From an optimization exercise on the open Yosys and OpenROAD flow, aimed at small area and a short achievable clock period; shortcuts taken in it are not production practice. Where RTL was checked, it was by simulation tests only, not by an equivalence proof against the original. Only the layout flow was run in runs 4 to 6; the RTL was not checked for function there. Power figures rest on the tool's default switching activity, not on a simulated workload.

==> design/flow/design.v <==
module d_mem_responder #(
   parameter int unsigned DEPTH       = 64,
   parameter int unsigned WAIT_CYCLES = 2
) (
   input  logic        clock,
   input  logic        reset,
   input  logic        req_valid,
   output logic        req_ready,
   input  logic        req_we,
   input  logic [31:0] req_addr,
   input  logic [31:0] req_wdata,
   output logic        rsp_valid,
   input  logic        rsp_ready,
   output logic [31:0] rsp_rdata,
   output logic        rsp_err,
   output logic        busy
);
   localparam int NR  = 21;     
   localparam int SGL = 21;     
   logic busy_q, rsp_q, w2_q, w1_q, w0_q;
   logic st0_q;                 
   logic          we_q, mis_q;
   logic [NR:0]   sel_q;        
   logic [2:0]    w_q;          
   logic [2:0]    ht_q;         
   logic [2:0]    ft_q;         
   logic          hit;          
   logic          flip;         
   logic [31:0]   r_q;          
   logic          p1_q, p2_q;   
   logic [2:0]    t_q;          
   logic          accept, ld_wait, rd_now, win, wen;
   logic          req_mis;
   logic [5:0]    req_idx;
   logic [NR:0]   req_sel;
   logic [2:0]    req_w;
   logic [2:0]    t_d;
   assign req_mis = |req_addr[1:0];
   assign req_idx = req_addr[7:2];
   logic [2:0] k_ring;
   logic [2:0] k_word;
   always_comb begin
      unique case (req_idx[5:2])
         4'd0:  begin k_ring = 3'd0; k_word = 3'b001; end
         4'd1:  begin k_ring = 3'd0; k_word = 3'b010; end
         4'd2:  begin k_ring = 3'd0; k_word = 3'b100; end
         4'd3:  begin k_ring = 3'd1; k_word = 3'b001; end
         4'd4:  begin k_ring = 3'd1; k_word = 3'b010; end
         4'd5:  begin k_ring = 3'd1; k_word = 3'b100; end
         4'd6:  begin k_ring = 3'd2; k_word = 3'b001; end
         4'd7:  begin k_ring = 3'd2; k_word = 3'b010; end
         4'd8:  begin k_ring = 3'd2; k_word = 3'b100; end
         4'd9:  begin k_ring = 3'd3; k_word = 3'b001; end
         4'd10: begin k_ring = 3'd3; k_word = 3'b010; end
         4'd11: begin k_ring = 3'd3; k_word = 3'b100; end
         4'd12: begin k_ring = 3'd4; k_word = 3'b001; end
         4'd13: begin k_ring = 3'd4; k_word = 3'b010; end
         4'd14: begin k_ring = 3'd4; k_word = 3'b100; end
         default: begin k_ring = 3'd5; k_word = 3'b000; end
      endcase
   end
   always_comb begin
      req_sel = '0;
      req_w   = 3'd0;
      if (req_idx[1:0] != 2'd3) begin
         req_sel[req_idx[5:2]] = 1'b1;
         req_w[req_idx[1:0]]   = 1'b1;
      end else begin
         req_sel[16 + k_ring] = 1'b1;    
         req_w = k_word;
      end
   end
   assign accept = req_valid && !busy_q && !reset;
   assign t_d = (t_q >= 3'd5) ? 3'd0 : t_q + 3'd1;
   logic [2:0] ht_d, ft_d;
   always_comb begin
      for (int w = 0; w < 3; w++) begin
         logic [3:0] s;
         s = 4'(t_d) + 4'(w);
         ht_d[w] = (s == 4'd2) || (s == 4'd5) || (s == 4'd8);
         ft_d[w] = (s == 4'd5);
      end
   end
   assign hit  = |(w_q & ht_q);
   assign flip = |(w_q & ft_q);
   always_ff @(posedge clock or posedge reset) begin
      if (reset) begin
         busy_q <= 1'b0;
         rsp_q  <= 1'b0;
         w2_q   <= 1'b0;
         w1_q   <= 1'b0;
         w0_q   <= 1'b0;
         st0_q  <= 1'b0;
      end else begin
         w2_q  <= req_valid && !busy_q;
         w1_q  <= w2_q;
         w0_q  <= w1_q;
         st0_q <= w1_q && we_q && !mis_q;
         if (!busy_q)       busy_q <= req_valid;
         else if (rsp_q && rsp_ready) busy_q <= 1'b0;
         if (w0_q)          rsp_q <= 1'b1;
         else if (rsp_ready) rsp_q <= 1'b0;
      end
   end
   always_ff @(posedge clock) begin
      t_q    <= t_d;
      ht_q   <= ht_d;
      ft_q   <= ft_d;
      p1_q   <= st0_q;
      p2_q   <= p1_q;
      if (accept) begin
         we_q  <= req_we;
         mis_q <= req_mis;
         sel_q <= req_sel;
         w_q   <= req_w;
      end
   end
   assign ld_wait = (w2_q || w1_q || w0_q) && !we_q && !mis_q;
   assign rd_now  = ld_wait && (hit || sel_q[SGL]);
   assign win     = st0_q || p1_q || p2_q;
   assign wen     = win && hit;
   logic [31:0] ring_p0 [NR];
   logic [31:0] ring_p1 [NR];
   logic [31:0] ring_p2 [NR];
   logic [31:0] single_q;
   logic [31:0] wdata_x;        
   assign wdata_x = r_q ^ {32{flip}};
   for (genvar g = 0; g < NR; g++) begin : g_ring
      logic wr, wr_n;
      logic [31:0] d0;
      assign wr_n = !(wen && sel_q[g]);
      assign wr   = !wr_n;
      for (genvar b = 0; b < 32; b++) begin : g_bit
         dmr_ring_in u_in (.sel(wr), .sel_n(wr_n), .d1(wdata_x[b]),
                           .d0(ring_p2[g][b]), .y(d0[b]));
      end
      always_ff @(posedge clock) begin
         ring_p0[g] <= d0;
         ring_p1[g] <= ring_p0[g];
         ring_p2[g] <= ring_p1[g];
      end
   end
   always_ff @(posedge clock) begin
      if (st0_q && sel_q[SGL]) single_q <= r_q;
   end
   logic [31:0] rd_ring, rd_word;
   always_comb begin
      rd_ring = 32'd0;
      for (int g = 0; g < NR; g++) rd_ring = rd_ring | (ring_p2[g] & {32{sel_q[g]}});
   end
   assign rd_word = sel_q[SGL] ? single_q : rd_ring ^ {32{flip}};
   always_ff @(posedge clock) begin
      if (accept)      r_q <= req_mis ? 32'd0 : req_wdata;
      else if (rd_now) r_q <= rd_word;
   end
   assign req_ready = !busy_q && !reset;
   assign rsp_valid = rsp_q;
   assign rsp_rdata = r_q;
   assign rsp_err   = mis_q;
   assign busy      = busy_q;
endmodule
module dmr_ring_in (
   input  logic sel,
   input  logic sel_n,
   input  logic d1,
   input  logic d0,
   output logic y
);
   assign y = ~((sel_n | d1) & (sel | d0));
endmodule
==> design/flow/flow/run.sh <==
#!/bin/bash
# Standard layout, with port buffers of a faster cell than buffer_ports picks
# and a clock tree with larger sink clusters.
set -euo pipefail
bash standard.sh finish \
  "BUFFER_PORTS_ARGS=-buffer_cell sky130_fd_sc_hd__buf_4" \
  "MATCH_CELL_FOOTPRINT=0" \
  "CTS_ARGS=-sink_clustering_enable -repair_clock_nets -sink_clustering_size 30 -sink_clustering_max_diameter 120 -buf_list sky130_fd_sc_hd__clkbuf_16" \
  > layout_make.log 2>&1
==> design/flow/standard.sh <==
#!/bin/bash
# synth_recipe.tcl (not shown) runs the flow's synth.tcl, then flattens the netlist and writes it again
# the make line also repeats each setting of config.mk as NAME=value (left out here)
make -C /OpenROAD-flow-scripts/flow DESIGN_CONFIG=/design/flow/config.mk WORK_HOME=/design/flow/orfs CLKGATE_MAP_FILE= SYNTH_SCRIPT=/design/flow/synth_recipe.tcl "${@:-finish}"
==> design/flow/config.mk <==
export PLATFORM = sky130hd
export DESIGN_NAME = d_mem_responder
export DESIGN_NICKNAME = d_mem_responder
export VERILOG_FILES = /design/flow/design.v
export SDC_FILE = /design/flow/constraint.sdc
export NUM_CORES = 4
export LEC_CHECK = 0
export CAP_MARGIN = 20
export CORE_MARGIN = 2
export CORE_UTILIZATION = 40
export SETUP_SLACK_MARGIN = 1.6
export SLEW_MARGIN = 20
export SYNTH_HIERARCHICAL = 1
export SYNTH_MINIMUM_KEEP_SIZE = 0
==> design/flow/constraint.sdc <==
create_clock -name core_clock -period 4.0 [get_ports {clock}]
set_input_delay 0.8000 -clock core_clock [delete_from_list [all_inputs] [get_ports {clock}]]
set_output_delay 0.8000 -clock core_clock [all_outputs]
set_load 0.01 [all_outputs]
==> results of run 1 <==
metal layers:
metal  up-vias  global-route usage (%)
li1      13975                       -
met1     15765                    29.0
met2      1107                    31.4
met3       211                    3.00
met4         0                    6.64
met5         -                       0
worst max-delay path: stages, from the launching register on:
cell and delay, ns:
edfxtp_1 0.53, buf_4 0.26, a22oi_1 0.18, nand3_1 0.18, nor3_1 0.53, nand4_1 0.27
mux2i_1 0.17
flip-flops by register name, summed over array words and instances, names as in the netlist, 3 cells and up:
register,flops
w_q,3
ring_p1,672
single_q,32
t_q,3
ring_p0,672
ht_q,3
ring_p2,672
ft_q,3
sel_q,22
r_q,32
placed cells by master (no fill, tap or decap), types with 10 or more instances in the layout:
cell type	n
o22ai_1	672
and4_1	20
nand4_1	10
a21boi_1	20
mux2i_1	11
a221oi_1	104
dfxtp_1	2027
nor2_1	31
buf_12	21
a222oi_1	33
nand3b_1	22
clkbuf_16	85
inv_1	39
edfxtp_1	91
nand3_1	35
clkinvlp_4	11
nand2_2	18
a22oi_1	160
a22o_1	66
buf_4	209
nand2_1	59
xnor2_2	27
through the flow:
| step | std cells | area (um^2) | worst slack, ns | utilization, % | total power, mW |
|---|---|---|---|---|---|
| after CTS | 5651 | 60000 | 1.60 | 45.1 | 32.0 |
| after floorplan | 3633 | 53500 | 1.52 | - | 22.0 |
| after global placement | 5504 | 57300 | 1.18 | 43.1 | 22.3 |
| after global routing | 5659 | 60200 | 1.60 | 45.3 | 32.8 |
| final | 5659 | 60200 | 1.64 | 45.3 | 31.9 |
| after detailed placement | 5508 | 57400 | 1.13 | 43.2 | 22.3 |
logic make-up (layout without fill, tap and decap cells):
| family | Yosys count | count (layout) | synth area share (%) |
|---|---|---|---|
| fa+ha+maj | 9 | 9 | 0.211 |
| buf+inv | 128 | 386 | 0.935 |
| xor+xnor | 34 | 34 | 0.558 |
| simple gates | 236 | 236 | 2.31 |
| mux | 12 | 12 | 0.249 |
| flops | 2124 | 2124 | 81.4 |
| compound gates | 1090 | 1090 | 14.3 |
Yosys stat by module, one instance, submodules excluded:
module | flops+latches | area, um^2 | cells inside | times used
d_mem_responder | 2124 | 49200 | 2961 | 1
dmr_ring_in | 0 | 6.26 | 1 | 672
worst max path at each step:
stage                                   from                     end  slack [ns]  cells past startpoint
after floorplan                  req_addr[4]     sel_q[13]$_DFFE_PP_        1.52                     11
final                     sel_q[4]$_DFFE_PP_       r_q[23]$_DFFE_PP_        1.64                      6
after CTS                 sel_q[4]$_DFFE_PP_       r_q[23]$_DFFE_PP_        1.60                      6
after global routing        w_q[0]$_DFFE_PP_  ring_p0[1][30]$_DFF_P_        1.60                      6
after detailed placement         req_addr[4]     sel_q[16]$_DFFE_PP_        1.13                     12
after global placement           req_addr[4]     sel_q[15]$_DFFE_PP_        1.18                     12
what timing repair did:
action	CTS	global route
setup buffers	30	7
gates cloned	2	0
gates resized for setup	17	17
endpoints found under the hold margin	6	0
pin swaps	1	2
setup endpoints to repair	187	363
hold buffers	1	0
report_power, final:
group,switching [mW],internal [mW]
Sequential,0.0348,21.3
Clock,6.16,3.90
Combinational,0.326,0.154
Total,6.52,25.4
final cells by class:
| class | count | area [um^2] | share of cell area, % |
|---|---|---|---|
| clock inverter | 25 | 133 | 0.220 |
| inverter | 31 | 154 | 0.256 |
| timing repair inverter | 1 | 7.51 | 0.0125 |
| tap | 1768 | 2210 | 3.67 |
| sequential | 2124 | 43500 | 72.2 |
| multi-input combinational | 1381 | 9960 | 16.5 |
| clock buffer | 85 | 2130 | 3.53 |
| timing repair buffer | 244 | 2180 | 3.62 |
==> results.tsv, run 1 <==
stage	metric	value	unit
timing	worst-margin pin slew	1.06	ns
logic_synthesis	Yosys top cell area share	76.0	%
hold_path	hold path depth	1	
floorplanning	die height	369	um
routing	highest metal layer with signal wires	met4	
critical_path	reg-to-reg slack, setup	1.64	ns
timing	endpoints failing setup	0	
placed_design	port bufs	80	
routing	ANT nets after route	0	
layout	Inserted Diodes	0	
floorplanning	IO Pins	105	
hold_path	hold path endpoint	we_q$_DFFE_PP_	
critical_path	WP data required	4.44	ns
clock_tree	Skew-Pair Late Insertion Delay	0.71	ns
timing	Pins Over Slew Limit	0	
critical_path	critical path class	reg -> reg	
routing	met1 WL	64500	um
critical_path	Critical Path Fanout Max	9	
timing	Max-Slew Margin vs Limit	28.9	%
timing	unrepaired setup endpoints after global routing	true	
timing	Period minus WS final	2.36	ns
global_route	grt total ovfl	0	
routing	drt via density	5.49	
pwr	leak pwr	23.0	nW
timing	Setup TNS	0	ns
clock_tree	CTS tree	built	
timing	Clock Skew	0.0305	ns
global_route	GRT Util Overall	20.3	%
timing	Max Clk Rate	423	MHz
placed_design	Placer Congestion	0.769	
global_route	pin count of the biggest net entering global routing	43	
logic_synthesis	Syn Inst Count	3633	
layout	nets	3942	
logic_synthesis	Synth Warn #	13	
timing	Final period util	59.1	%
logic_synthesis	largest cells by area after synthesis	dfxtp_1 76%, o22ai_1 7.9%, edfxtp_1 5.1%, a22oi_1 2.3%, a221oi_1 1.8%	
routing	DR vias	31058	
layout	area grow syn2layout	12.9	%
global_route	initial antenna violation count	1	
hold_path	start point of the worst hold path	req_we	
critical_path	crit start category	flop	
placed_design	Detail Placement HPWL	81200	um
critical_path	reg2reg end	r_q[23]$_DFFE_PP_	
clock_tree	CTS buffer count	81	
logic_synthesis	synth unique cells	50	
routing	Routed wire per std cell	25.1	um
routing	DRC viols	0	
floorplanning	Die X	369	um
floorplanning	row count	134	
clock_tree	CTS Sinks	2124	
global_route	vias in the first global route	30151	
clock_tree	Reg clk slew, reported paths	0.11	ns
logic_synthesis	Most used DFF post-synth	dfxtp_1	
floorplanning	die area	0.136	mm^2
logic_synthesis	Commonest cells post-synth	2027 x dfxtp_1, 672 x o22ai_1, 160 x a22oi_1, 108 x a221oi_1, 91 x edfxtp_1	
logic_synthesis	count leader, synth	dfxtp_1	
critical_path	RR Startpoint	sel_q[4]$_DFFE_PP_	
routing	Total Wirelength	142000	um
logic_synthesis	part of the Yosys area used for sequential elements	81.4	%
pwr	worst vdd ir	0.370	mV
clock_tree	Max Buffers Root-to-Sink	3	
logic_synthesis	number of flops mapped to enable cells by yosys	91	
routing	met2 WL post-DR	63700	um
logic_synthesis	Mapped Nets	3711	
routing	Met3 Wirelength	9170	um
logic_synthesis	Avg Cell Area, Syn	14.7	um^2
critical_path	Worst R2R Path Depth	6	
global_route	first-pass GRT wire length	205000	um
critical_path	Critical Path AT	2.80	ns
floorplanning	core footprint	0.133	mm^2
logic_synthesis	Mapped Area	0.0534	mm^2
routing	DRT iter0 DRCs	3225	
clock_tree	Root Buffer	clkbuf_16	
critical_path	critical path endpoint category	flop	
layout	Filler cells	11726	
run	MaxCap Viol Count	0	
floorplanning	Initial Util	40.1	%
logic_synthesis	register bit total from synthesis	2124	
timing	Hold Fails Final Rpt	0	
layout	layout cells sized above 1	11.1	%
clock_tree	H-Tree Level Count	3	
pwr	PwrDens	529	mW/mm^2
outcome	status	complete, no violations	
logic_synthesis	Yosys top cell by area	dfxtp_1	
logic_synthesis	ys async rst share	0.282	%
hold_path	Hold Crit Class	in -> reg	
timing	Hold WS	0.271	ns
routing	TritonRoute pass-1 iters	9	
==> run 2, diff against run 1 <==
--- a/design/flow/flow/run.sh
+++ b/design/flow/flow/run.sh
@@ -6,3 +6,2 @@
   "BUFFER_PORTS_ARGS=-buffer_cell sky130_fd_sc_hd__buf_4" \
-  "MATCH_CELL_FOOTPRINT=0" \
   "CTS_ARGS=-sink_clustering_enable -repair_clock_nets -sink_clustering_size 30 -sink_clustering_max_diameter 120 -buf_list sky130_fd_sc_hd__clkbuf_16" \
--- a/design/flow/config.mk
+++ b/design/flow/config.mk
@@ -10,3 +10,3 @@
 export CORE_UTILIZATION = 40
-export SETUP_SLACK_MARGIN = 1.6
+export SETUP_SLACK_MARGIN = 1.8
 export SLEW_MARGIN = 20
==> run 2 against run 1 <==
Against the previous run: critical path type unchanged; die area is the same; largest power group unchanged; still clean; global-route usage grew 0.82 points; sequential power is essentially flat; count of clock-buffer cells in the layout grew 2; area after synthesis is the same; design area grew 7.1%; final cell count grew 2.7%; sequential share of layout area shrank 4.8 points; largest cell class unchanged; setup slack lost 0.011 ns.
==> results.tsv, run 2 <==
stage	metric	value	unit	change
logic_synthesis	ys async rst share	0.282	%	unchanged
critical_path	Critical Path AT	2.82	ns	+0.02 ns
critical_path	Max stage delay on crit path	0.43	ns	-0.10 ns
logic_synthesis	synth unique cells	50		unchanged
timing	Max-Slew Margin vs Limit	25.6	%	-3.3 points
layout	Top Registers	ring_p0: 672 flops, ring_p1: 672 flops, ring_p2: 672 flops		
critical_path	WP data required	4.44	ns	about the same
clock_tree	Root Buffer	clkbuf_16		
global_route	pin count of the biggest net entering global routing	43		unchanged
critical_path	critical path class	reg -> reg		
floorplanning	Initial Util	40.1	%	unchanged
placed_design	Detail Placement HPWL	81500	um	+0.33%
global_route	vias in the first global route	30468		+1.1%
global_route	initial antenna violation count	2		+1
logic_synthesis	largest cells by area after synthesis	dfxtp_1 76%, o22ai_1 7.9%, edfxtp_1 5.1%, a22oi_1 2.3%, a221oi_1 1.8%		
timing	Period minus WS final	2.37	ns	+0.0114 ns
clock_tree	H-Tree Level Count	3		unchanged
layout	final cell count without fillers	5813		+2.7%
global_route	GRT Util Overall	21.1	%	+0.82 points
global_route	grt total ovfl	0		unchanged
pwr	leak pwr	24.6	nW	+7.1%
timing	endpoints failing setup	0		unchanged
critical_path	Critical Path Fanout Max	3		-6
routing	DRC viols	0		unchanged
logic_synthesis	count leader, synth	dfxtp_1		
pwr	worst vdd ir	0.381	mV	+2.9%
floorplanning	row count	134		unchanged
logic_synthesis	Syn Inst Count	3633		unchanged
logic_synthesis	Commonest cells post-synth	2027 x dfxtp_1, 672 x o22ai_1, 160 x a22oi_1, 108 x a221oi_1, 91 x edfxtp_1		
critical_path	most frequent CP cell	buf_6		
logic_synthesis	register bit total from synthesis	2124		unchanged
routing	drt via density	5.53		+0.81%
critical_path	CP delay by family, top	simple AND/OR/NAND/NOR gates		
logic_synthesis	part of the Yosys area used for sequential elements	81.4	%	unchanged
critical_path	critical path endpoint category	flop		
layout	Inserted Diodes	0		unchanged
floorplanning	die area	0.136	mm^2	unchanged
timing	Setup TNS	0	ns	unchanged
layout	most common cell after layout, fill and taps aside	dfxtp_1		
timing	Final period util	59.4	%	+0.29 points
critical_path	Buf/Inv on CP	2		+1
outcome	status	complete, no violations		
logic_synthesis	Avg Cell Area, Syn	14.7	um^2	unchanged
timing	Max Clk Rate	421	MHz	-0.48%
logic_synthesis	Mapped Area	0.0534	mm^2	unchanged
logic_synthesis	number of flops mapped to enable cells by yosys	91		unchanged
clock_tree	CTS buffer count	81		unchanged
floorplanning	die height	369	um	unchanged
pwr	PwrDens	499	mW/mm^2	-5.8%
timing	worst-margin pin slew	1.11	ns	+0.0496 ns
global_route	first-pass GRT wire length	211000	um	+2.9%
clock_tree	Reg clk slew, reported paths	0.11	ns	about the same
placed_design	dpl cells	5502		-0.11%
routing	ANT nets after route	0		unchanged
critical_path	slowest cell on the critical path	edfxtp_1		
critical_path	worst-path cell chain	buf_6, buf_6, a222oi_1, nand3_1, nor3_4, nand4_1, mux2i_1		
logic_synthesis	Yosys top cell area share	76.0	%	unchanged
layout	layout cells sized above 1	19.7	%	+8.6 points
run	MaxCap Viol Count	0		unchanged
placed_design	Placer Congestion	0.763		-0.75%
timing	unrepaired setup endpoints after global routing	true		
critical_path	crit start category	flop		
timing	Pins Over Slew Limit	0		unchanged
logic_synthesis	Synth Warn #	13		unchanged
layout	commonest cells after routing, fill and taps aside	2026 x dfxtp_1, 516 x o22ai_1, 226 x buf_4		
placed_design	port bufs	80		unchanged
floorplanning	core footprint	0.133	mm^2	unchanged
floorplanning	Die X	369	um	unchanged
clock_tree	CTS tree	built		
routing	DRT iter0 DRCs	3375		+4.7%
clock_tree	CTS Sinks	2124		unchanged
routing	DR vias	32161		+3.6%
routing	Routed wire per std cell	27.1	um	+7.9%
clock_tree	Skew-Pair Late Insertion Delay	0.71	ns	about the same
timing	Hold Fails Final Rpt	0		unchanged
timing	Clock Skew	0.0286	ns	-0.00188 ns
clock_tree	Max Buffers Root-to-Sink	3		unchanged
routing	TritonRoute pass-1 iters	5		-4
floorplanning	IO Pins	105		unchanged
layout	nets	4097		+3.9%
logic_synthesis	Mapped Nets	3711		unchanged
logic_synthesis	Yosys top cell by area	dfxtp_1		
hold_path	Hold Crit Class	in -> reg		
routing	Total Wirelength	157000	um	+11%
layout	area grow syn2layout	20.8	%	
logic_synthesis	Most used DFF post-synth	dfxtp_1		
run 2: power breakdown:
group	leakage, nW	total [mW]	switching (mW)	internal (mW)
Sequential	18.0	21.3	0.0236	21.3
Clock	1.19	10.2	6.18	3.97
Combinational	5.44	0.663	0.424	0.239
run 2: Yosys stat by module, one instance, submodules excluded:
module	cells inside	cell area [um^2]
d_mem_responder	2961	49200
dmr_ring_in	1	6.26
run 2: layout make-up:
class / instances / area (um^2)
fill: 11195 / 68500
sequential: 2124 / 43500
multi-input combinational: 1400 / 12100
timing repair buffer: 373 / 4130
tap: 1768 / 2210
clock buffer: 87 / 2180
inverter: 31 / 189
clock inverter: 22 / 116
timing repair inverter: 8 / 60.1
run 2: timing repair:
action / in CTS / in global routing
cloned: 10 / 39
hold endpoints to repair: 6 / 0
pin swaps: 31 / 196
gates resized for setup: 123 / 380
hold buffers: 1 / 0
setup endpoints to repair: 699 / 671
setup buffers: 90 / 61
run 2: kinds of logic after synthesis:
family                     after synthesis  synth area share, %
AOI/OAI and AO/OA                     1090                 14.3
xor gates and xnor gates                34                0.558
DFF                                   2124                 81.4
and+or+nand+nor                        236                 2.31
buffers and inverters                  128                0.935
muxes                                   12                0.249
adders and majority gates                9                0.211
run 2: worst reg2reg max path, stage by stage (launching register included):
cell      delay, ns
edfxtp_1       0.43
buf_6          0.15
buf_6          0.12
a222oi_1       0.34
nand3_1        0.25
nor3_4         0.37
nand4_1        0.26
mux2i_1        0.19
run 2: final timing paths:
path	startpoint	endpoint	slack, ns	depth (start not counted)
worst min register to register	ring_p1[10][28]$_DFF_P_	ring_p2[10][28]$_DFF_P_	0.33	0
min in group asynchronous	reset	busy_q$_DFF_PP0_	0.63	3
worst max-delay path	sel_q[2]$_DFFE_PP_	r_q[23]$_DFFE_PP_	1.63	7
worst max register to register	sel_q[2]$_DFFE_PP_	r_q[23]$_DFFE_PP_	1.63	7
max in group asynchronous	reset	st0_q$_DFF_PP0_	3.16	3
worst min-delay path	req_we	we_q$_DFFE_PP_	0.27	1
run 2: metrics by stage:
stage	cell area (um^2)	total power, mW	hold slack, ns	util [%]	setup slack [ns]
detailed placement	57300	22.3	0.312	43.1	0.753
global placement	57300	22.3	0.310	43.1	0.846
global route	64500	33.0	0.232	48.5	1.60
finish	64500	32.2	0.270	48.5	1.63
floorplan	53700	22.0	0.310	-	1.52
CTS	61100	32.1	0.232	46.0	1.59
run 2: routing by layer:
layer  GRT usage, %  wire length [um]  share of wire, %
met1           29.7             68300                43
met2           32.9             71600                45
met3           2.93              9730               6.2
met4           8.08              7770               4.9
met5              0                 0                 0
==> run 3, diff against run 2 <==
--- a/design/flow/config.mk
+++ b/design/flow/config.mk
@@ -10,3 +10,3 @@
 export CORE_UTILIZATION = 40
-export SETUP_SLACK_MARGIN = 1.8
+export SETUP_SLACK_MARGIN = 1.6
 export SLEW_MARGIN = 20
==> run 3 against run 2 <==
Against the previous run: first-iteration DRC count down 4.4%; utilization down 3.2 points; combinational power fell by 27%; setup slack better by 0.011 ns; via count shrank 3.4%; register-to-register slack about the same; power is 0.82% lower; clock power about the same.
==> results.tsv, run 3 <==
stage	metric	value	unit	change
clock_tree	CTS Sinks	2124		unchanged
logic_synthesis	synth unique cells	50		unchanged
placed_design	dpl cells	5508		+0.11%
pwr	Psw	6.52	mW	-1.6%
placed_design	port bufs	80		unchanged
floorplanning	row count	134		unchanged
logic_synthesis	count leader, synth	dfxtp_1		
routing	drt via density	5.49		-0.77%
logic_synthesis	Syn Inst Count	3633		unchanged
global_route	pin count of the biggest net entering global routing	43		unchanged
timing	Clock Skew	0.0292	ns	+0.000639 ns
layout	Top Registers	ring_p0: 672 flops, ring_p1: 672 flops, ring_p2: 672 flops		
pwr	switching share of power	20.5	%	-0.16 points
pwr	Comb power frac	1.5	%	-0.6 points
layout	most common cell after layout, fill and taps aside	dfxtp_1		
clock_tree	CTS tree	built		
pwr	Clock Power Share	31.6	%	about the same
floorplanning	Initial Util	40.1	%	unchanged
critical_path	Critical Path AT	2.80	ns	-0.02 ns
logic_synthesis	Mapped Area	0.0534	mm^2	unchanged
critical_path	critical path class	reg -> reg		
floorplanning	Die X	369	um	unchanged
pwr	leak pwr	23.0	nW	-6.6%
clock_tree	Root Buffer	clkbuf_16		
outcome	status	complete, no violations		
timing	Period minus WS final	2.36	ns	-0.0106 ns
clock_tree	Reg clk slew, reported paths	0.11	ns	about the same
timing	unrepaired setup endpoints after global routing	true		
logic_synthesis	Mapped Nets	3711		unchanged
timing	Setup TNS	0	ns	unchanged
pwr	worst vdd ir	0.370	mV	-2.8%
pwr	PwrDens	529	mW/mm^2	+6.2%
logic_synthesis	Avg Cell Area, Syn	14.7	um^2	unchanged
timing	endpoints failing setup	0		unchanged
logic_synthesis	register bit total from synthesis	2124		unchanged
layout	Seq. cell area	0.0435	mm^2	about the same
routing	DRT iter0 DRCs	3227		-4.4%
floorplanning	die area	0.136	mm^2	unchanged
pwr	power after layout	31.9	mW	-0.82%
timing	Final period util	59.1	%	-0.27 points
timing	worst-margin pin slew	1.06	ns	-0.0480 ns
logic_synthesis	Synth Warn #	13		unchanged
timing	Pins Over Slew Limit	0		unchanged
clock_tree	Max Buffers Root-to-Sink	3		unchanged
logic_synthesis	Yosys top cell by area	dfxtp_1		
routing	ANT nets after route	0		unchanged
critical_path	Critical Path Fanout Max	9		+6
layout	multi-input logic area	0.00996	mm^2	-18%
floorplanning	IO Pins	105		unchanged
placed_design	Placer Congestion	0.769		+0.76%
global_route	grt total ovfl	0		unchanged
logic_synthesis	Yosys top cell area share	76.0	%	unchanged
logic_synthesis	number of flops mapped to enable cells by yosys	91		unchanged
timing	Hold Fails Final Rpt	0		unchanged
routing	Routed wire per std cell	25.1	um	-7.3%
pwr	Int Pwr	25.4	mW	-0.62%
clock_tree	Skew-Pair Late Insertion Delay	0.70	ns	about the same
pwr	Flop pwr share	66.9	%	+0.5 points
logic_synthesis	Most used DFF post-synth	dfxtp_1		
layout	final cell count without fillers	5659		-2.6%
hold_path	Hold Crit Class	in -> reg		
layout	area grow syn2layout	12.9	%	
global_route	initial antenna violation count	1		-1
routing	DR vias	31069		-3.4%
timing	Max Clk Rate	423	MHz	+0.45%
critical_path	WP data required	4.44	ns	about the same
run	MaxCap Viol Count	0		unchanged
logic_synthesis	part of the Yosys area used for sequential elements	81.4	%	unchanged
floorplanning	die height	369	um	unchanged
layout	layout cells sized above 1	11.1	%	-8.6 points
critical_path	critical path endpoint category	flop		
logic_synthesis	ys async rst share	0.282	%	unchanged
logic_synthesis	Commonest cells post-synth	2027 x dfxtp_1, 672 x o22ai_1, 160 x a22oi_1, 108 x a221oi_1, 91 x edfxtp_1		
clock_tree	CTS buffer count	81		unchanged
critical_path	crit start category	flop		
logic_synthesis	largest cells by area after synthesis	dfxtp_1 76%, o22ai_1 7.9%, edfxtp_1 5.1%, a22oi_1 2.3%, a221oi_1 1.8%		
layout	Inserted Diodes	0		unchanged
placed_design	Detail Placement HPWL	81200	um	-0.33%
global_route	GRT Util Overall	20.3	%	-0.82 points
routing	DRC viols	0		unchanged
global_route	vias in the first global route	30151		-1.0%
layout	commonest cells after routing, fill and taps aside	2027 x dfxtp_1, 672 x o22ai_1, 209 x buf_4		
layout	nets	3942		-3.8%
timing	Max-Slew Margin vs Limit	28.8	%	+3.2 points
layout	Filler cells	11725		+4.7%
clock_tree	H-Tree Level Count	3		unchanged
layout	utilization after layout	45.3	%	-3.2 points
global_route	first-pass GRT wire length	205000	um	-2.8%
floorplanning	core footprint	0.133	mm^2	unchanged
routing	TritonRoute pass-1 iters	8		+3
routing	Total Wirelength	142000	um	-9.8%
==> run 3: cell counts after synthesis <==
Identical to the previous run, type by type.
==> run 3: final timing paths <==
kind                            depth (start not counted)                     to                   from  slack [ns]
worst max-delay path                                    6      r_q[23]$_DFFE_PP_     sel_q[4]$_DFFE_PP_        1.64
worst min-delay path                                    1         we_q$_DFFE_PP_                 req_we        0.27
worst max register to register                          6      r_q[23]$_DFFE_PP_     sel_q[4]$_DFFE_PP_        1.64
worst min register to register                          0  ring_p2[4][7]$_DFF_P_  ring_p1[4][7]$_DFF_P_        0.32
max in group asynchronous                               3        st0_q$_DFF_PP0_                  reset        3.15
min in group asynchronous                               3       busy_q$_DFF_PP0_                  reset        0.63
==> run 3: cells by family after synthesis <==
kind of cell               after synthesis  synth area share [%]
and+or+nand+nor                        236                  2.31
AOI/OAI and AO/OA                     1090                  14.3
xor gates and xnor gates                34                 0.558
DFF                                   2124                  81.4
buffers and inverters                  128                 0.935
muxes                                   12                 0.249
adders and majority gates                9                 0.211
==> run 3: power by group through the flow <==
stage          sequential (mW)  combinational (mW)  clock, mW
6_report                  21.3               0.481       10.1
5_1_grt                   21.4               0.504       11.0
4_1_cts                   21.3               0.472       10.2
3_5_place_dp              21.9               0.436          0
3_3_place_gp              21.9               0.429          0
2_1_floorplan             21.8               0.202          0
==> run 3: layout make-up <==
class | count | share of cell area (%)
Clock buffer | 85 | 3.53
Clock inverter | 25 | 0.220
Inverter | 31 | 0.251
Multi-Input combinational cell | 1381 | 16.5
Sequential cell | 2124 | 72.2
Tap cell | 1768 | 3.67
Timing Repair Buffer | 244 | 3.62
Timing Repair inverter | 1 | 0.0125
==> run 3: layer usage <==
metal	track usage [%]	routed length (um)
met1	29.0	64500
met2	31.4	63700
met3	3.00	9190
met4	6.64	4710
met5	0	0
==> run 3: per-module statistics from Yosys, one instance, submodules excluded <==
module           cell area, um^2  copies in the design  flops+latches  cells inside
d_mem_responder            49200                     1           2124          2961
dmr_ring_in                 6.26                   672              0             1
==> run 3: worst max-delay path, stage by stage (launching register included) <==
cell and delay, ns:
edfxtp_1 0.53, buf_4 0.26, a22oi_1 0.18, nand3_1 0.18
nor3_1 0.53, nand4_1 0.27, mux2i_1 0.17
==> run 3: repair_timing <==
item / 4_1_cts / 5_1_grt
setup endpoints to repair: 187 / 363
gates resized for setup: 16 / 17
buffers inserted: 30 / 7
cloned: 2 / 0
hold buffers: 1 / 0
hold endpoints to repair: 6 / 0
pin swaps: 1 / 2
==> run 3: through the flow <==
step	instance area, um^2	setup WS [ns]	hold WS [ns]
6_report	60200	1.64	0.271
2_1_floorplan	53500	1.52	0.310
4_1_cts	60000	1.60	0.228
3_3_place_gp	57300	1.18	0.310
5_1_grt	60200	1.60	0.234
3_5_place_dp	57400	1.13	0.312
==> run 4, diff against run 3 <==
--- a/design/flow/design.v
+++ b/design/flow/design.v
@@ -21,2 +21,3 @@
    logic st0_q;                 
+   logic wen0_q;                
    logic          we_q, mis_q;
@@ -30,4 +31,5 @@
    logic          p1_q, p2_q;   
+   logic          wen12_q;      
    logic [2:0]    t_q;          
-   logic          accept, ld_wait, rd_now, win, wen;
+   logic          accept, ld_wait, rd_now, wen;
    logic          req_mis;
@@ -84,2 +86,4 @@
    assign hit  = |(w_q & ht_q);
+   logic hit_d;
+   assign hit_d = |(w_q & ht_d);
    assign flip = |(w_q & ft_q);
@@ -93,2 +97,3 @@
          st0_q  <= 1'b0;
+         wen0_q <= 1'b0;
       end else begin
@@ -98,2 +103,3 @@
          st0_q <= w1_q && we_q && !mis_q;
+         wen0_q <= w1_q && we_q && !mis_q && hit_d;
          if (!busy_q)       busy_q <= req_valid;
@@ -110,2 +116,3 @@
       p2_q   <= p1_q;
+      wen12_q <= (st0_q || p1_q) && hit_d;
       if (accept) begin
@@ -119,4 +126,3 @@
    assign rd_now  = ld_wait && (hit || sel_q[SGL]);
-   assign win     = st0_q || p1_q || p2_q;
-   assign wen     = win && hit;
+   assign wen     = wen0_q || wen12_q;
    logic [31:0] ring_p0 [NR];
==> run 4 against run 3 <==
Against the previous run: still clean; sequential share of layout area increased by 0.23 points; count of clock-buffer cells in the layout decreased by 5; via count up 2.5%; design area decreased by 0.25%; setup slack worse by 0.15 ns; worst hold slack worse by 0.0027 ns; utilization shrank 0.11 points; final cell count hardly changed; area after synthesis grew 0.12%; synthesized cell count hardly changed; clock power about the same; power down 0.41%.
==> results.tsv, run 4 <==
stage	metric	value	unit	change
outcome	status	complete, no violations		
floorplanning	core footprint	0.133	mm^2	unchanged
layout	area grow syn2layout	12.4	%	
routing	met2 WL post-DR	70300	um	+10%
floorplanning	Die X	369	um	about the same
timing	worst-margin pin slew	1.19	ns	+0.125 ns
floorplanning	die height	369	um	about the same
routing	drt via density	5.63		+2.5%
clock_tree	Root Buffer	clkbuf_16		
clock_tree	CTS Sinks	2125		+0.047%
layout	Inserted Diodes	0		unchanged
logic_synthesis	Compound-Gate Fraction of Synth Area	14.4	%	+0.058 points
hold_path	Hold Crit Class	in -> reg		
logic_synthesis	part of the Yosys area used for sequential elements	81.4	%	about the same
logic_synthesis	Most used DFF post-synth	dfxtp_1		
logic_synthesis	synth unique cells	52		+4.0%
critical_path	Max stage delay on crit path	0.39	ns	-0.14 ns
clock_tree	CTS buffer count	80		-1.2%
timing	Period minus WS final	2.52	ns	+0.151 ns
floorplanning	IO Pins	105		unchanged
routing	highest metal layer with signal wires	met5		
layout	most common cell after layout, fill and taps aside	dfxtp_1		
routing	met1 WL	70600	um	+9.5%
logic_synthesis	Avg Cell Area, Syn	14.7	um^2	about the same
logic_synthesis	Yosys top cell by area	dfxtp_1		
critical_path	Critical Path AT	3.10	ns	+0.30 ns
clock_tree	H-Tree Level Count	3		unchanged
pwr	PwrDens	529	mW/mm^2	-0.17%
layout	nets	3940		-0.051%
clock_tree	CTS tree	built		
routing	ANT nets after route	0		unchanged
global_route	vias in the first global route	30646		+1.6%
routing	Total Wirelength	159000	um	+12%
logic_synthesis	Post-Synth Adder-Cell Area	0.211	%	-0.00026 points
critical_path	reg-to-reg slack, setup	1.48	ns	-0.15 ns
logic_synthesis	simple-gate share of the synthesized area	2.34	%	+0.030 points
logic_synthesis	Mapped Area	0.0534	mm^2	+0.12%
timing	unrepaired setup endpoints after global routing	true		
routing	Routed wire per std cell	28.0	um	+12%
logic_synthesis	Synth Warn #	13		unchanged
clock_tree	Reg clk slew, reported paths	0.11	ns	about the same
logic_synthesis	multiplexer share of the synthesized area	0.248	%	-0.00030 points
logic_synthesis	Syn Inst Count	3635		+0.055%
routing	DR vias	31842		+2.5%
critical_path	WP data required	4.59	ns	+0.15 ns
timing	Max-Slew Margin vs Limit	20.9	%	-8.0 points
clock_tree	Skew-Pair Late Insertion Delay	0.71	ns	about the same
logic_synthesis	XOR/XNOR share of the synthesized area	0.541	%	-0.017 points
timing	Setup TNS	0	ns	unchanged
layout	multi-input logic area	0.0100	mm^2	+0.63%
clock_tree	Max Buffers Root-to-Sink	3		unchanged
critical_path	Critical Path Fanout Max	2		-7
timing	Final period util	62.9	%	+3.8 points
floorplanning	row count	134		unchanged
global_route	GRT Util Overall	22.5	%	+2.2 points
placed_design	dpl cells	5501		-0.13%
floorplanning	Initial Util	40.2	%	+0.049 points
global_route	initial antenna violation count	4		+3
pwr	worst vdd ir	0.338	mV	-8.8%
critical_path	crit start category	flop		
placed_design	port bufs	80		unchanged
critical_path	Buf/Inv on CP	1		unchanged
pwr	leak pwr	22.9	nW	-0.47%
logic_synthesis	count leader, synth	dfxtp_1		
global_route	first-pass GRT wire length	223000	um	+8.6%
logic_synthesis	register bit total from synthesis	2125		+0.047%
logic_synthesis	Mapped Nets	3713		+0.054%
timing	Max Clk Rate	398	MHz	-6.0%
timing	endpoints failing setup	0		unchanged
layout	final cell count without fillers	5656		-0.053%
layout	layout cells sized above 1	11.1	%	-0.017 points
floorplanning	die area	0.137	mm^2	+0.12%
routing	DRT iter0 DRCs	3512		+8.8%
critical_path	critical path class	reg -> reg		
logic_synthesis	number of flops mapped to enable cells by yosys	91		unchanged
routing	TritonRoute pass-1 iters	8		unchanged
routing	DRC viols	0		unchanged
global_route	pin count of the biggest net entering global routing	34		-21%
layout	Filler cells	11823		+0.84%
logic_synthesis	largest cells by area after synthesis	dfxtp_1 76%, o22ai_1 7.9%, edfxtp_1 5.1%, a22oi_1 2.2%, a221oi_1 1.8%		
logic_synthesis	Yosys top cell area share	75.9	%	-0.093 points
timing	Pins Over Slew Limit	0		unchanged
logic_synthesis	Commonest cells post-synth	2027 x dfxtp_1, 673 x o22ai_1, 158 x a22oi_1, 109 x a221oi_1, 91 x edfxtp_1		
run	MaxCap Viol Count	0		unchanged
logic_synthesis	main combinational cell family by area after synthesis	compound AO/OA/AOI/OAI gates		
global_route	grt total ovfl	0		unchanged
timing	Hold Fails Final Rpt	0		unchanged
critical_path	most frequent CP cell	ha_4		
placed_design	Detail Placement HPWL	84700	um	+4.3%
critical_path	worst-path cell chain	inv_2, ha_4, or3b_4, or2_4, o21ai_4, ha_4, nand2b_4, o22ai_2, o211a_1, a221oi_4, nor3_2		
critical_path	CP delay by family, top	compound AO/OA/AOI/OAI gates		
layout	Seq. cell area	0.0435	mm^2	about the same
critical_path	critical path endpoint category	flop		
layout	commonest cells after routing, fill and taps aside	2024 x dfxtp_1, 672 x o22ai_1, 204 x buf_4		
timing	Clock Skew	0.0280	ns	-0.00122 ns
routing	Met3 Wirelength	13200	um	+44%
pwr	power after layout	31.8	mW	-0.41%
placed_design	Placer Congestion	0.776		+0.96%
logic_synthesis	ys async rst share	0.329	%	+0.047 points
layout	Top Registers	ring_p0: 672 flops, ring_p1: 672 flops, ring_p2: 672 flops		
critical_path	slowest cell on the critical path	a221oi_4		
-- run 4: cell types whose count changed in the layout (fill, tap and decap cells not counted), moves of 4 or more --
cell,before,now
buf_12,21,13
buf_4,209,204
clkbuf_16,85,80
clkinvlp_4,10,6
inv_1,39,28
inv_2,2,15
inv_4,0,5
xnor2_1,1,10
xnor2_2,27,11
xnor2_4,5,11
-- run 4: path summary, 6_finish.rpt --
check	from	endpoint	cells after the start
max	t_q[1]$_DFF_P_	wen0_q$_DFF_PP0_	11
min	req_we	we_q$_DFFE_PP_	1
max reg2reg	t_q[1]$_DFF_P_	wen0_q$_DFF_PP0_	11
min reg2reg	ring_p1[13][25]$_DFF_P_	ring_p2[13][25]$_DFF_P_	0
max in group asynchronous	reset	wen0_q$_DFF_PP0_	3
min in group asynchronous	reset	busy_q$_DFF_PP0_	3
-- run 4: kinds of logic (layout without fill, tap and decap cells) --
kind of cell / Yosys count / count (layout)
mux: 12 / 12
fa+ha+maj: 9 / 9
compound gates: 1095 / 1095
buf+inv: 124 / 376
simple gates: 237 / 238
xor+xnor: 33 / 33
flops: 2125 / 2125
-- run 4: worst register-to-register path: stages (launching register included) --
cell and delay (ns):
dfxtp_2 0.35, inv_2 0.05, ha_4 0.15, or3b_4 0.37, or2_4 0.26, o21ai_4 0.16
ha_4 0.15, nand2b_4 0.12, o22ai_2 0.06, o211a_1 0.26, a221oi_4 0.39, nor3_2 0.09
-- run 4: timing repair --
action	in CTS	in global routing
hold buffers	1	0
gates resized for setup	24	32
endpoints found under the setup margin	636	392
gates cloned	2	3
buffers inserted	30	10
endpoints found under the hold margin	7	0
pin swaps	8	15
-- run 4: per-layer routing --
metal / up-vias / GRT usage [%]
li1: 14003 / -
met1: 16253 / 32.1
met2: 1342 / 34.9
met3: 242 / 4.17
met4: 2 / 6.29
met5: - / 0
-- run 4: power breakdown --
part	switching [mW]	internal (mW)	total (mW)
registers	0.0334	21.3	21.4
logic	0.355	0.149	0.505
clock network	6.19	3.71	9.90
total	6.58	25.2	31.8
-- run 4: per-stage QoR --
stage / cell area, um^2 / util [%] / worst slack [ns] / hold WS (ns)
after floorplan: 53600 / - / 1.53 / 0.310
after global placement: 57100 / 43.0 / 1.18 / 0.310
after detailed placement: 57200 / 43.0 / 1.08 / 0.312
after CTS: 59800 / 45.0 / 1.40 / 0.240
after global routing: 60100 / 45.2 / 1.37 / 0.249
final: 60100 / 45.2 / 1.48 / 0.269
-- run 4: layout make-up --
class / count / share of cell area, %
clock buffer: 80 / 3.33
clock inverter: 28 / 0.279
inverter: 31 / 0.242
multi-input combinational: 1387 / 16.7
sequential: 2125 / 72.4
tap: 1768 / 3.68
timing repair buffer: 236 / 3.39
timing repair inverter: 1 / 0.0125
-- run 4: per-module statistics from Yosys, one instance, submodules excluded --
module           times used  cell area, um^2  cells inside  flops+latches
d_mem_responder           1            49200          2963           2125
dmr_ring_in             672             6.26             1              0
==> run 5, diff against run 4 <==
--- a/design/flow/design.v
+++ b/design/flow/design.v
@@ -75,11 +75,15 @@
    assign accept = req_valid && !busy_q && !reset;
+   logic [2:0] htn_q, ftn_q;
+   logic [2:0] htnn, ftnn;      
    assign t_d = (t_q >= 3'd5) ? 3'd0 : t_q + 3'd1;
-   logic [2:0] ht_d, ft_d;
    always_comb begin
-      for (int w = 0; w < 3; w++) begin
-         logic [3:0] s;
-         s = 4'(t_d) + 4'(w);
-         ht_d[w] = (s == 4'd2) || (s == 4'd5) || (s == 4'd8);
-         ft_d[w] = (s == 4'd5);
-      end
+      unique case (t_q)
+         3'd0:    begin htnn = 3'b001; ftnn = 3'b000; end   
+         3'd1:    begin htnn = 3'b100; ftnn = 3'b100; end   
+         3'd2:    begin htnn = 3'b010; ftnn = 3'b010; end   
+         3'd3:    begin htnn = 3'b001; ftnn = 3'b001; end   
+         3'd4:    begin htnn = 3'b100; ftnn = 3'b000; end   
+         3'd5:    begin htnn = 3'b010; ftnn = 3'b000; end   
+         default: begin htnn = 3'b010; ftnn = 3'b000; end   
+      endcase
    end
@@ -87,3 +91,3 @@
    logic hit_d;
-   assign hit_d = |(w_q & ht_d);
+   assign hit_d = |(w_q & htn_q);
    assign flip = |(w_q & ft_q);
@@ -112,4 +116,6 @@
       t_q    <= t_d;
-      ht_q   <= ht_d;
-      ft_q   <= ft_d;
+      htn_q  <= htnn;
+      ftn_q  <= ftnn;
+      ht_q   <= htn_q;
+      ft_q   <= ftn_q;
       p1_q   <= st0_q;
--- a/design/flow/config.mk
+++ b/design/flow/config.mk
@@ -10,3 +10,3 @@
 export CORE_UTILIZATION = 40
-export SETUP_SLACK_MARGIN = 1.6
+export SETUP_SLACK_MARGIN = 1.75
 export SLEW_MARGIN = 20
==> run 5 against run 4 <==
Against the previous run: worst hold slack worse by 0.24 ns; final cell count up 0.35%; design area up 1.8%; non-clock buffer count up 29; via count down 2.1%; first-iteration DRC count down 11%; sequential power about the same; maximum frequency up 8.9%; utilization up 0.75 points; register-to-register slack better by 0.20 ns; critical endpoint is now ring_p0[12][7]$_DFF_P_; highest routed layer unchanged.
==> results.tsv, run 5 <==
stage	metric	value	unit	change
logic_synthesis	XOR/XNOR share of the synthesized area	0.540	%	-0.00086 points
logic_synthesis	part of the Yosys area used for sequential elements	81.5	%	+0.095 points
clock_tree	CTS tree	built		
floorplanning	die height	370	um	about the same
logic_synthesis	Mapped Area	0.0535	mm^2	+0.16%
logic_synthesis	Syn Inst Count	3626		-0.25%
timing	PnR worst setup slack	1.69	ns	+0.205 ns
layout	Inserted Diodes	0		unchanged
critical_path	RR Startpoint	w_q[0]$_DFFE_PP_		
logic_synthesis	register bit total from synthesis	2131		+0.28%
logic_synthesis	synth unique cells	50		-3.8%
clock_tree	H-Tree Level Count	3		unchanged
timing	Max Clk Rate	433	MHz	+8.9%
routing	DRT iter0 DRCs	3109		-11%
pwr	PwrDens	523	mW/mm^2	-1.1%
logic_synthesis	count leader, synth	dfxtp_1		
timing	Period minus WS final	2.31	ns	-0.205 ns
layout	layout cells sized above 1	12.6	%	+1.5 points
critical_path	Critical Path AT	2.85	ns	-0.25 ns
floorplanning	Die X	370	um	about the same
timing	Max-Slew Margin vs Limit	30.7	%	+9.8 points
logic_synthesis	simple-gate share of the synthesized area	2.30	%	-0.043 points
floorplanning	die area	0.137	mm^2	+0.16%
pwr	worst vdd ir	0.363	mV	+7.6%
layout	commonest cells after routing, fill and taps aside	2033 x dfxtp_1, 672 x o22ai_1, 208 x buf_4		
placed_design	dpl cells	5486		-0.27%
global_route	vias in the first global route	30359		-0.94%
floorplanning	row count	134		unchanged
logic_synthesis	multiplexer share of the synthesized area	0.119	%	-0.13 points
placed_design	Detail Placement HPWL	81700	um	-3.6%
placed_design	area post-placement	0.0575	mm^2	+0.58%
floorplanning	Initial Util	40.2	%	about the same
routing	DRC viols	0		unchanged
logic_synthesis	Compound-Gate Fraction of Synth Area	14.3	%	-0.035 points
routing	Routed wire per std cell	26.1	um	-6.9%
logic_synthesis	ys async rst share	0.328	%	-0.00093 points
layout	area grow syn2layout	14.3	%	
global_route	first-pass GRT wire length	208000	um	-6.8%
clock_tree	CTS Hold Bufs	0		-1
critical_path	crit path launch	w_q[0]$_DFFE_PP_		
routing	TritonRoute pass-1 iters	7		-1
routing	DR vias	31167		-2.1%
pwr	leak pwr	23.4	nW	+2.1%
layout	Seq. cell area	0.0436	mm^2	+0.26%
placed_design	port bufs	80		unchanged
logic_synthesis	Most used DFF post-synth	dfxtp_1		
logic_synthesis	largest cells by area after synthesis	dfxtp_1 76%, o22ai_1 7.9%, edfxtp_1 5.1%, a221oi_1 2.1%, a22o_1 1.5%		
placed_design	pre-CTS setup slack	1.10	ns	+0.0223 ns
outcome	status	complete, no violations		
floorplanning	IO Pins	105		unchanged
timing	Hold WS	0.0259	ns	-0.243 ns
timing	endpoints failing setup	0		unchanged
global_route	pin count of the biggest net entering global routing	34		unchanged
logic_synthesis	Commonest cells post-synth	2033 x dfxtp_1, 672 x o22ai_1, 126 x a221oi_1, 102 x a22oi_1, 96 x clkbuf_1		
clock_tree	Reg clk slew, reported paths	0.11	ns	about the same
clock_tree	CTS buffer count	81		+1.3%
logic_synthesis	Mapped Nets	3706		-0.19%
critical_path	critical path class	reg -> reg		
layout	nets	3960		+0.51%
logic_synthesis	Synth Warn #	13		unchanged
critical_path	Critical Path Fanout Max	11		+9
routing	drt via density	5.49		-2.5%
clock_tree	Root Buffer	clkbuf_16		
timing	worst-margin pin slew	1.04	ns	-0.147 ns
routing	ANT nets after route	0		unchanged
clock_tree	Skew-Pair Late Insertion Delay	0.69	ns	-0.02 ns
timing	Final period util	57.8	%	-5.1 points
timing	Pins Over Slew Limit	0		unchanged
logic_synthesis	Avg Cell Area, Syn	14.8	um^2	+0.41%
logic_synthesis	Post-Synth Adder-Cell Area	0.257	%	+0.046 points
layout	Filler cells	11666		-1.3%
run	MaxCap Viol Count	0		unchanged
layout	final cell count without fillers	5676		+0.35%
logic_synthesis	Yosys top cell area share	76.0	%	+0.10 points
global_route	initial antenna violation count	5		+1
layout	design area	0.0612	mm^2	+1.8%
floorplanning	core footprint	0.133	mm^2	+0.13%
global_route	grt total ovfl	0		unchanged
layout	multi-input logic area	0.0104	mm^2	+3.5%
timing	Setup TNS	0	ns	unchanged
layout	most common cell after layout, fill and taps aside	dfxtp_1		
critical_path	crit start category	flop		
routing	Total Wirelength	148000	um	-6.6%
global_route	GRT Util Overall	20.6	%	-1.9 points
logic_synthesis	main combinational cell family by area after synthesis	compound AO/OA/AOI/OAI gates		
timing	unrepaired setup endpoints after global routing	true		
critical_path	WP data required	4.54	ns	-0.05 ns
logic_synthesis	number of flops mapped to enable cells by yosys	91		unchanged
layout	Top Registers	ring_p0: 672 flops, ring_p1: 672 flops, ring_p2: 672 flops		
placed_design	Placer Congestion	0.775		-0.14%
timing	Clock Skew	0.0434	ns	+0.0154 ns
critical_path	critical path endpoint category	flop		
logic_synthesis	Yosys top cell by area	dfxtp_1		
clock_tree	CTS Sinks	2131		+0.28%
clock_tree	Max Buffers Root-to-Sink	3		unchanged
timing	Hold Fails Final Rpt	0		unchanged
hold_path	Hold Crit Class	in -> async		
run 5: cell count changes after synthesis, sizes merged, moves of 10 or more:
cell    before  now
nand2       78   67
clkbuf      66   96
buf         27   10
a22oi      158  102
nor3        17    5
nand3b      23   33
a221oi     109  126
a22o        68   94
run 5: worst paths after layout:
path / to / slack (ns) / depth (start not counted)
max in group asynchronous: w0_q$_DFF_PP0_ / 3.81 / 2
worst max-delay path: ring_p0[12][7]$_DFF_P_ / 1.69 / 7
min in group core_clock: we_q$_DFFE_PP_ / 0.28 / 1
worst max register to register: ring_p0[12][7]$_DFF_P_ / 1.69 / 7
worst min-delay path: st0_q$_DFF_PP0_ / 0.03 / 2
worst min register to register: ring_p1[10][2]$_DFF_P_ / 0.29 / 0
run 5: where the power goes:
group	internal [mW]	total [mW]	switching (mW)	leakage (nW)
Clock	3.84	10.0	6.18	1.18
Sequential	21.4	21.4	0.0290	18.1
Combinational	0.177	0.541	0.364	4.13
Total	25.4	32.0	6.58	23.4
run 5: stage by stage:
step / util, % / power [mW]
after floorplan: - / 22.1
after CTS: 45.4 / 32.1
after global placement: 43.2 / 22.4
after detailed placement: 43.2 / 22.4
final: 45.9 / 32.0
after global routing: 45.9 / 32.9
run 5: timing repair:
item                       4_1_cts  5_1_grt
setup endpoints to repair      519      512
resized for setup               53       69
pin swaps                        4       14
gates cloned                     5       12
setup buffers                   42       19
run 5: metal layers:
metal | global-route usage (%) | vias to the layer above | routed length, um
met5 | 0 | - | 26
met4 | 6.04 | 4 | 4170
met3 | 3.06 | 247 | 10400
met2 | 33.6 | 1165 | 67900
met1 | 28.5 | 15719 | 65600
li1 | - | 14032 | -
run 5: kinds of logic (layout without fill, tap and decap cells):
logic type,Yosys count,after routing
xor+xnor,33,44
flops,2131,2131
mux,5,5
compound gates,1086,1086
buf+inv,137,408
simple gates,223,223
fa+ha+maj,11,11
run 5: layout make-up:
cell class	instances	area share, %
timing repair buffer	265	4.16
inverter	31	0.254
multi-input combinational	1369	17.0
tap	1768	3.62
clock inverter	28	0.293
sequential	2131	71.3
clock buffer	83	3.40
timing repair inverter	1	0.0123
run 5: critical path: stages, from the launching register on:
cell,delay [ns]
edfxtp_1,0.44
a222oi_1,0.44
buf_4,0.18
buf_4,0.22
buf_16,0.23
buf_12,0.13
xnor2_4,0.28
o22ai_1,0.22
run 5: modules after synthesis (local to each module, per instance):
module	copies in the design	cell area, um^2	flip-flops and latches
dmr_ring_in	672	6.26	0
d_mem_responder	1	49300	2131
==> run 6, diff against run 5 <==
--- a/design/flow/config.mk
+++ b/design/flow/config.mk
@@ -10,3 +10,3 @@
 export CORE_UTILIZATION = 40
-export SETUP_SLACK_MARGIN = 1.75
+export SETUP_SLACK_MARGIN = 1.6
 export SLEW_MARGIN = 20
==> run 6 against run 5 <==
Against the previous run: via count fell by 1.2%; critical path depth decreased by 1; worst hold slack improved by 0.032 ns; non-clock buffer count shrank 23; clock skew down 0.0012 ns; clock power hardly changed; highest routed layer is now met4; sequential cell count stayed put; power decreased by 0.24%; die area unchanged; routed wire length shrank 3.4%; sequential share of layout area rose by 1.1 points; area after synthesis unchanged.
==> results.tsv, run 6 <==
stage	metric	value	unit	change
clock_tree	CTS tree	built		
routing	DR vias	30800		-1.2%
critical_path	slowest cell on the critical path	and4_1		
pwr	leak pwr	23.0	nW	-1.6%
logic_synthesis	Avg Cell Area, Syn	14.8	um^2	unchanged
global_route	pin count of the biggest net entering global routing	34		unchanged
hold_path	Hold Crit Class	in -> async		
run	MaxCap Viol Count	0		unchanged
pwr	Flop pwr share	67.1	%	about the same
routing	ANT nets after route	0		unchanged
floorplanning	IO Pins	105		unchanged
logic_synthesis	number of flops mapped to enable cells by yosys	91		unchanged
layout	Top Registers	ring_p0: 672 flops, ring_p1: 672 flops, ring_p2: 672 flops		
logic_synthesis	Most used DFF post-synth	dfxtp_1		
placed_design	Placer Congestion	0.778		+0.40%
clock_tree	Root Buffer	clkbuf_16		
routing	DRT iter0 DRCs	3108		-0.032%
floorplanning	die area	0.137	mm^2	unchanged
logic_synthesis	count leader, synth	dfxtp_1		
floorplanning	Initial Util	40.2	%	unchanged
logic_synthesis	part of the Yosys area used for sequential elements	81.5	%	unchanged
critical_path	WP data required	4.42	ns	-0.12 ns
routing	DRC viols	0		unchanged
placed_design	area post-placement	0.0574	mm^2	-0.11%
critical_path	CP delay by family, top	simple AND/OR/NAND/NOR gates		
floorplanning	row count	134		unchanged
timing	endpoints failing setup	0		unchanged
critical_path	Critical Path AT	2.84	ns	about the same
timing	Clock Skew	0.0422	ns	-0.00124 ns
critical_path	crit start category	flop		
layout	layout cells sized above 1	10.5	%	-2.0 points
layout	design area	0.0602	mm^2	-1.5%
pwr	Int Pwr	25.4	mW	about the same
routing	TritonRoute pass-1 iters	6		-1
logic_synthesis	ys async rst share	0.328	%	unchanged
layout	most common cell after layout, fill and taps aside	dfxtp_1		
outcome	status	complete, no violations		
logic_synthesis	Syn Inst Count	3626		unchanged
global_route	grt total ovfl	0		unchanged
timing	Setup TNS	0	ns	unchanged
timing	worst-margin pin slew	0.981	ns	-0.0586 ns
timing	Hold WS	0.0575	ns	+0.0315 ns
global_route	vias in the first global route	29951		-1.3%
critical_path	critical path endpoint category	flop		
logic_synthesis	Mapped Nets	3706		unchanged
layout	commonest cells after routing, fill and taps aside	2033 x dfxtp_1, 672 x o22ai_1, 208 x buf_4		
clock_tree	Reg clk slew, reported paths	0.11	ns	about the same
critical_path	Critical Path Fanout Max	33		+22
routing	Total Wirelength	143000	um	-3.4%
clock_tree	H-Tree Level Count	3		unchanged
floorplanning	core footprint	0.133	mm^2	unchanged
timing	unrepaired setup endpoints after global routing	true		
layout	area grow syn2layout	12.6	%	
routing	drt via density	5.46		-0.51%
clock_tree	CTS Hold Bufs	0		unchanged
logic_synthesis	Synth Warn #	13		unchanged
layout	Filler cells	11810		+1.2%
timing	Max-Slew Margin vs Limit	34.5	%	+3.8 points
clock_tree	CTS buffer count	81		unchanged
pwr	Psw	6.48	mW	-1.5%
pwr	Comb power frac	1.5	%	-0.2 points
critical_path	crit path launch	sel_q[4]$_DFFE_PP_		
timing	Hold Fails Final Rpt	0		unchanged
global_route	GRT Util Overall	20.3	%	-0.34 points
logic_synthesis	Mapped Area	0.0535	mm^2	unchanged
critical_path	Buf/Inv on CP	1		-3
critical_path	worst-path cell chain	buf_4, a22o_1, a221oi_1, and4_1, a21boi_1, nand3b_1		
routing	Routed wire per std cell	25.4	um	-2.8%
logic_synthesis	Yosys top cell area share	76.0	%	unchanged
logic_synthesis	Yosys top cell by area	dfxtp_1		
critical_path	RR Startpoint	sel_q[4]$_DFFE_PP_		
clock_tree	Skew-Pair Late Insertion Delay	0.67	ns	-0.02 ns
timing	Pins Over Slew Limit	0		unchanged
critical_path	Max stage delay on crit path	0.55	ns	+0.11 ns
clock_tree	Max Buffers Root-to-Sink	3		unchanged
layout	nets	3925		-0.88%
floorplanning	die height	370	um	unchanged
pwr	Clock Power Share	31.4	%	about the same
floorplanning	Die X	370	um	unchanged
placed_design	port bufs	80		unchanged
pwr	PwrDens	529	mW/mm^2	+1.3%
pwr	switching share of power	20.3	%	-0.26 points
logic_synthesis	Commonest cells post-synth	2033 x dfxtp_1, 672 x o22ai_1, 126 x a221oi_1, 102 x a22oi_1, 96 x clkbuf_1		
timing	Max Clk Rate	415	MHz	-4.2%
logic_synthesis	largest cells by area after synthesis	dfxtp_1 76%, o22ai_1 7.9%, edfxtp_1 5.1%, a221oi_1 2.1%, a22o_1 1.5%		
global_route	first-pass GRT wire length	206000	um	-1.0%
timing	Final period util	60.3	%	+2.5 points
critical_path	critical path class	reg -> reg		
logic_synthesis	register bit total from synthesis	2131		unchanged
pwr	worst vdd ir	0.293	mV	-19%
timing	Period minus WS final	2.41	ns	+0.101 ns
global_route	initial antenna violation count	0		-5
placed_design	Detail Placement HPWL	80400	um	-1.6%
clock_tree	CTS Sinks	2131		unchanged
logic_synthesis	synth unique cells	50		unchanged
-- run 6: kinds of logic (layout without fill, tap and decap cells) --
family,Yosys count,after routing,synth area share [%]
multiplexers,5,5,0.119
buffers and inverters,137,380,0.984
adder cells (fa/ha/maj),11,11,0.257
AO/OA/AOI/OAI,1086,1086,14.3
XOR/XNOR,33,33,0.540
AND/OR/NAND/NOR,223,223,2.30
other,0,1,0
flip-flops,2131,2131,81.5
-- run 6: layer usage --
metal	wire length (um)	track usage [%]	vias up	part of all wire (%)
li1	-	-	13918	-
met1	65500	28.6	15676	46
met2	66100	33.0	988	46
met3	7990	2.56	218	5.6
met4	3330	5.35	0	2.3
met5	0	0	-	0
-- run 6: worst paths after layout --
| check | endpoint | slack (ns) | cells past startpoint |
|---|---|---|---|
| min in group core_clock | ring_p1[12][3]$_DFF_P_ | 0.29 | 0 |
| min reg2reg | ring_p1[12][3]$_DFF_P_ | 0.29 | 0 |
| max | r_q[6]$_DFFE_PP_ | 1.59 | 6 |
| max in group asynchronous | w2_q$_DFF_PP0_ | 3.72 | 2 |
| max reg2reg | r_q[6]$_DFFE_PP_ | 1.59 | 6 |
| min | rsp_q$_DFFE_PP0P_ | 0.06 | 2 |
-- run 6: metrics by stage --
stage / setup slack (ns) / util [%] / power (mW) / std cells
2_1_floorplan: 1.56 / - / 22.1 / 3626
3_3_place_gp: 1.12 / 43.1 / 22.3 / 5482
3_5_place_dp: 1.08 / 43.1 / 22.3 / 5484
4_1_cts: 1.61 / 45.1 / 32.0 / 5623
5_1_grt: 1.56 / 45.3 / 32.8 / 5637
6_report: 1.59 / 45.3 / 31.9 / 5638
-- run 6: modules after synthesis, one instance, submodules excluded --
module | cells | times used
d_mem_responder | 2954 | 1
dmr_ring_in | 1 | 672
-- run 6: power by group through the flow --
stage / sequential [mW] / clock (mW) / combinational, mW
after floorplan: 21.9 / 0 / 0.194
after global placement: 21.9 / 0 / 0.423
after detailed placement: 21.9 / 0 / 0.428
after CTS: 21.4 / 10.2 / 0.465
after global routing: 21.4 / 10.9 / 0.500
final: 21.4 / 10.0 / 0.478
-- run 6: timing repair --
action | CTS | global route
cloned | 1 | 0
hold endpoints to repair | 0 | 0
setup endpoints to repair | 215 | 259
gates resized for setup | 8 | 18
pin swaps | 1 | 1
setup buffers | 31 | 13
-- run 6: layout make-up --
class	count	area [um^2]	area share [%]
multi-input combinational	1358	9840	16.3
tap	1768	2210	3.67
inverter	31	126	0.210
clock inverter	22	119	0.197
sequential	2131	43600	72.4
antenna	1	2.50	0.00415
clock buffer	85	2130	3.53
timing repair buffer	242	2210	3.67

-- port drivers added, routing unchanged --
No port has a modelled driver above. Below, the same layouts with a new extraction and two added sets of constraints.
Step 1 assumes that a clkbuf_16 drives the clock port and a buf_2 every other input.
Step 2 also shifts input and output timing later by t, the mid clock arrival at the registers, as if the neighbouring blocks saw the same clock.
a / b / c = no drivers / after step 1 / after step 2; a / b = the first two.
| run | t, ns | slack for setup (ns) | hold WS [ns] | worst data-port slew with drivers (ns) |
|---|---|---|---|---|
| run 1 | 0.763 | 1.637 / 1.637 / 1.116 | 0.271 / 0.240 / 0.316 | 0.06 |
| run 2 | 0.772 | 1.625 / 1.625 / 1.151 | 0.270 / 0.221 / 0.328 | 0.09 |
| run 3 | 0.763 | 1.636 / 1.636 / 1.115 | 0.271 / 0.240 / 0.316 | 0.06 |
| run 4 | 0.769 | 1.485 / 1.485 / 1.089 | 0.269 / 0.247 / 0.324 | 0.07 |
| run 5 | 0.760 | 1.689 / 1.662 / 1.156 | 0.026 / -0.038 / 0.293 | 0.04 |
| run 6 | 0.740 | 1.588 / 1.588 / 1.148 | 0.057 / -0.004 / 0.293 | 0.05 |
After both steps every run listed still meets setup and hold. The setup slack of run 5, which loses most, moves by -0.027 ns with the drivers and by -0.533 ns with both steps.
